What follows belongs to an exercise in optimizing a design on an open flow for small area; a production flow would make more cautious choices.
Only simulation tests tie the RTL to the original design; equivalence was not proved. The flow treats the clock pin as an ideal source, which a real chip does not have.

==> run E: inputs <==
==> flow/design.v <==
`default_nettype none
module rv_regfile_sb #(
  parameter  int XLEN   = 32,
  parameter  int NREGS  = 32,
  parameter  int NRD    = 2,
  parameter  int BYPASS = 1,
  localparam int AW     = $clog2(NREGS)
) (
  input  logic                clk,
  input  logic                rst_n,
  input  logic [NRD*AW-1:0]   rd_addr,
  output logic [NRD*XLEN-1:0] rd_data,
  output logic [NRD-1:0]      rd_ready,
  input  logic                alloc_en,
  input  logic [AW-1:0]       alloc_addr,
  input  logic                wr_en,
  input  logic [AW-1:0]       wr_addr,
  input  logic [XLEN-1:0]     wr_data,
  input  logic                clear_req,
  output logic                clear_busy,
  output logic [NREGS-1:0]    pending
);
  localparam logic [AW-1:0] LAST_REG = AW'(NREGS - 1);
  typedef enum logic [0:0] {
    IDLE  = 1'b0,
    CLEAR = 1'b1
  } state_e;
  state_e                     state_q, state_d;
  logic [AW-1:0]              cnt_q, cnt_d;
  logic [NREGS-1:0][XLEN-1:0] regs_q, regs_d;
  logic [NREGS-1:0]           pend_q, pend_d;
  logic                       idle;
  assign idle       = (state_q == IDLE);
  assign clear_busy = (state_q == CLEAR);
  assign pending    = pend_q;
  always_ff @(posedge clk or negedge rst_n) begin
    if (!rst_n) begin
      state_q <= IDLE;
      cnt_q   <= '0;
      regs_q  <= '0;
      pend_q  <= '0;
    end else begin
      state_q <= state_d;
      cnt_q   <= cnt_d;
      regs_q  <= regs_d;
      pend_q  <= pend_d;
    end
  end
  always_comb begin
    state_d = state_q;
    cnt_d   = cnt_q;
    regs_d  = regs_q;
    pend_d  = pend_q;
    unique case (state_q)
      IDLE: begin
        if (wr_en && (wr_addr != '0)) begin
          regs_d[wr_addr] = wr_data;
          pend_d[wr_addr] = 1'b0;
        end
        if (alloc_en && (alloc_addr != '0)) begin
          pend_d[alloc_addr] = 1'b1;
        end
        if (clear_req) begin
          state_d = CLEAR;
          cnt_d   = AW'(1);
        end
      end
      CLEAR: begin
        regs_d[cnt_q] = '0;
        pend_d[cnt_q] = 1'b0;
        if (cnt_q == LAST_REG) begin
          state_d = IDLE;
          cnt_d   = '0;
        end else begin
          cnt_d = cnt_q + 1'b1;
        end
      end
      default: begin
        state_d = IDLE;
        cnt_d   = '0;
      end
    endcase
  end
  for (genvar i = 0; i < NRD; i++) begin : g_rd
    logic [AW-1:0] addr;
    logic          byp;
    assign addr = rd_addr[i*AW +: AW];
    assign byp  = (BYPASS != 0) && idle && wr_en && (wr_addr == addr);
    assign rd_data[i*XLEN +: XLEN] = (addr == '0) ? '0 :
                                     byp          ? wr_data : regs_q[addr];
    assign rd_ready[i] = idle && ((addr == '0) || byp || !pend_q[addr]);
  end
endmodule
`default_nettype wire
==> flow/run.sh <==
#!/bin/bash
# synth_recipe.tcl (not shown) runs the flow's synth.tcl, then flattens the netlist and writes it again
# the make line also repeats each setting of config.mk as NAME=value (left out here)
make -C /OpenROAD-flow-scripts/flow DESIGN_CONFIG=/design/flow/config.mk WORK_HOME=/design/flow/orfs CLKGATE_MAP_FILE= SYNTH_SCRIPT=/design/flow/synth_recipe.tcl finish
==> flow/config.mk <==
export PLATFORM = sky130hd
export DESIGN_NAME = rv_regfile_sb
export DESIGN_NICKNAME = rv_regfile_sb
export VERILOG_FILES = /design/flow/design.v
export SDC_FILE = /design/flow/constraint.sdc
export NUM_CORES = 4
export LEC_CHECK = 0
export CAP_MARGIN = 20
export CORE_MARGIN = 2
export CORE_UTILIZATION = 40
export SLEW_MARGIN = 20
==> flow/constraint.sdc <==
create_clock -name core_clock -period 7.0 [get_ports {clk}]
set_input_delay 1.4000 -clock core_clock [delete_from_list [all_inputs] [get_ports {clk}]]
set_output_delay 1.4000 -clock core_clock [all_outputs]
set_load 0.01 [all_outputs]
==> inputs of run G, as changes to run E <==
==> flow/design.v (replaced) <==
`default_nettype none
module rv_regfile_sb #(
  parameter  int XLEN   = 32,
  parameter  int NREGS  = 32,
  parameter  int NRD    = 2,
  parameter  int BYPASS = 1,
  localparam int AW     = $clog2(NREGS)
) (
  input  logic                clk,
  input  logic                rst_n,
  input  logic [NRD*AW-1:0]   rd_addr,
  output logic [NRD*XLEN-1:0] rd_data,
  output logic [NRD-1:0]      rd_ready,
  input  logic                alloc_en,
  input  logic [AW-1:0]       alloc_addr,
  input  logic                wr_en,
  input  logic [AW-1:0]       wr_addr,
  input  logic [XLEN-1:0]     wr_data,
  input  logic                clear_req,
  output logic                clear_busy,
  output logic [NREGS-1:0]    pending
);
  localparam logic [AW-1:0] LAST_REG = AW'(NREGS - 1);
  logic                       busy_q;
  logic [AW-1:0]              cnt_q;
  logic [NREGS-1:0]           pend_q;
  logic [NREGS-1:0]           vld_q;
  logic [NREGS-1:1][XLEN-1:0] data_q;
  logic                       idle;
  logic [NREGS-1:0]           wsel;    
  logic [NREGS-1:0]           asel;    
  logic [NREGS-1:0]           csel;    
  logic [NREGS-1:0]           live;    
  assign idle       = !busy_q;
  assign clear_busy = busy_q;
  assign pending    = pend_q;
  always_comb begin
    for (int r = 0; r < NREGS; r++) begin
      wsel[r] = (r != 0) && idle && wr_en    && (wr_addr    == AW'(r));
      asel[r] = (r != 0) && idle && alloc_en && (alloc_addr == AW'(r));
      csel[r] = (r != 0) && busy_q           && (cnt_q      == AW'(r));
      live[r] = vld_q[r] && !((BYPASS != 0) && wsel[r]);
    end
  end
  always_ff @(posedge clk or negedge rst_n) begin
    if (!rst_n) begin
      busy_q <= 1'b0;
      cnt_q  <= '0;
    end else if (busy_q) begin
      busy_q <= (cnt_q != LAST_REG);
      cnt_q  <= cnt_q + 1'b1;
    end else if (clear_req) begin
      busy_q <= 1'b1;
      cnt_q  <= AW'(1);
    end
  end
  always_ff @(posedge clk or negedge rst_n) begin
    if (!rst_n) begin
      pend_q <= '0;
      vld_q  <= '0;
    end else begin
      for (int r = 0; r < NREGS; r++) begin
        if (asel[r])
          pend_q[r] <= 1'b1;
        else if (wsel[r] || csel[r])
          pend_q[r] <= 1'b0;
        if (wsel[r])
          vld_q[r] <= 1'b1;
        else if (csel[r])
          vld_q[r] <= 1'b0;
      end
    end
  end
  always_ff @(posedge clk) begin
    for (int r = 1; r < NREGS; r++)
      if (wsel[r]) data_q[r] <= wr_data;
  end
  for (genvar i = 0; i < NRD; i++) begin : g_rd
    logic [AW-1:0]    addr;
    logic             byp;
    logic [NREGS-1:0] rsel;
    logic [XLEN-1:0]  rdat;
    assign addr = rd_addr[i*AW +: AW];
    assign byp  = (BYPASS != 0) && (addr != '0) && idle && wr_en && (wr_addr == addr);
    logic [NREGS*XLEN-1:0] mdat;
    assign rsel[0] = byp;
    assign mdat[0 +: XLEN] = wr_data;
    for (genvar r = 1; r < NREGS; r++) begin : g_t
      assign rsel[r] = live[r] && (addr == AW'(r));
      assign mdat[r*XLEN +: XLEN] = data_q[r];
    end
    rv_regfile_sb_aomux #(.N(NREGS), .W(XLEN)) u_mux (
      .sel (rsel),
      .dat (mdat),
      .out (rdat)
    );
    assign rd_data[i*XLEN +: XLEN] = rdat;
    assign rd_ready[i] = idle && ((addr == '0) || byp || !pend_q[addr]);
  end
endmodule
module rv_regfile_sb_aomux #(
  parameter int N = 32,
  parameter int W = 32
) (
  input  logic [N-1:0]   sel,
  input  logic [N*W-1:0] dat,
  output logic [W-1:0]   out
);
  localparam int NG = N / 3;                    
  localparam int NR = N - 3 * NG;                
  localparam int NT = NG + (NR != 0);            
  for (genvar b = 0; b < W; b++) begin : g_bit
    logic [N-1:0]  d;
    logic [NT-1:0] gn;
    for (genvar i = 0; i < N; i++) begin : g_d
      assign d[i] = dat[i*W + b];
    end
    for (genvar g = 0; g < NG; g++) begin : g_grp
      rv_regfile_sb_ao3n u_ao (.s(sel[3*g +: 3]), .d(d[3*g +: 3]), .y(gn[g]));
    end
    if (NR != 0) begin : g_rem
      assign gn[NG] = !(|(sel[N-1:3*NG] & d[N-1:3*NG]));
    end
    rv_regfile_sb_nandn #(.N(NT)) u_or (.a(gn), .y(out[b]));
  end
endmodule
module rv_regfile_sb_ao3n (
  input  logic [2:0] s,
  input  logic [2:0] d,
  output logic       y
);
  assign y = !(|(s & d));
endmodule
module rv_regfile_sb_nandn #(
  parameter int N = 11
) (
  input  logic [N-1:0] a,
  output logic         y
);
  assign y = !(&a);
endmodule
`default_nettype wire
==> flow/flow/run.sh (new file) <==
#!/bin/bash
# Layout flow: the standard ORFS flow (standard.sh), unchanged synthesis,
# floorplan, power grid and routing, with two placement/CTS options changed:
#  - ports are buffered with the small sky130_fd_sc_hd__buf_1 (repair_design
#    still upsizes any that need it) instead of ORFS's default choice;
#  - clock tree synthesis does not insert dummy loads, with larger sink
#    clusters on clkbuf_16.
# The full output of make and every tool goes to flow_make.log here; ORFS
# keeps each step's own log under orfs/logs/.
set -euo pipefail
bash standard.sh \
  "BUFFER_PORTS_ARGS=-buffer_cell sky130_fd_sc_hd__buf_1" \
  "CTS_ARGS=-sink_clustering_enable -repair_clock_nets -dont_use_dummy_load -buf_list sky130_fd_sc_hd__clkbuf_16 -sink_clustering_size 30 -sink_clustering_max_diameter 100" \
  finish > flow_make.log 2>&1
==> flow/standard.sh (new file) <==
#!/bin/bash
# synth_recipe.tcl (not shown) runs the flow's synth.tcl, then flattens the netlist and writes it again
# the make line also repeats each setting of config.mk as NAME=value (left out here)
make -C /OpenROAD-flow-scripts/flow DESIGN_CONFIG=/design/flow/config.mk WORK_HOME=/design/flow/orfs CLKGATE_MAP_FILE= SYNTH_SCRIPT=/design/flow/synth_recipe.tcl "${@:-finish}"
CORE_UTILIZATION = 68   (was 40)
CTS_BUF_LIST = sky130_fd_sc_hd__clkbuf_16   (was not set)
CTS_CLUSTER_DIAMETER = 100   (was not set)
CTS_CLUSTER_SIZE = 30   (was not set)
PLACE_DENSITY = 0.78   (was not set)
SYNTH_HIERARCHICAL = 1   (was not set)
SYNTH_MINIMUM_KEEP_SIZE = 0   (was not set)
removed: flow/run.sh
==> results.toml <==
[outcome]
outcome = "finished clean"

[drt]
wl_met2_mm = 69.21

[pwr]
seq-power_mw = 7.23

[place]
place_hpwl_mm = 94.13

[synth]
synth_most_common_cell = "edfxtp_1"
synth_top_area_share_pct = 69.54
ys_ff_latch = 1060

[die]
core_area_mm2 = 0.06262

[global_routing]
grt_pass1_wl_mm = 232.0

[sta]
period_needed_ns = 6.465

[final_layout]
fill_cells = 3854

[setup_path]
crit_start = "wr_addr[2]"
(the above is from run G)
==> results.toml <==
[outcome]
outcome = "finished clean"

[global_routing]
grt_pass1_wl_mm = 429.7
met3_usage_pct = 14.73

[synth]
synth_top_area_share_pct = 43.64
ys_ff_latch = 1062

[pwr]
seq-power_mw = 9.02

[setup_path]
crit_start = "rd_addr[8]"

[drt]
wl_met2_mm = 126.8

[place]
place_hpwl_mm = 202.0

[final_layout]
final_area_mm2 = 0.06981
(the above is from run E)

[static timing again, ports no longer ideal]
In the flow no input, the clock included, has a driving cell. The finished layouts below were timed again as built, in two steps. Step 1, drivers: a clkbuf_16 drives clk and a buf_2 each remaining input, both assumed. Step 2 moves the port delays by t, midway between the first and last clock arrival at a register: inputs arrive t later, outputs are due t later. That takes back most of the time a late clock gives input paths. a / b / c = ideal / step 1 / step 2; a / b = the first two.
run	shift t [ns]	slack for setup (ns)	worst setup path after step 2	worst register clock-pin slew, ns	cell pins on the clock port's net
run E	0.867	0.416 / 0.221 / 0.221	input to output	0.07 / 0.07	1
run G	0.670	0.535 / 0.504 / 0.504	input to output	0.12 / 0.12	1
After both steps every run listed still meets setup and hold. For run E, which loses most, drivers alone change the setup slack by -0.195 ns; drivers and shift together by -0.195 ns.
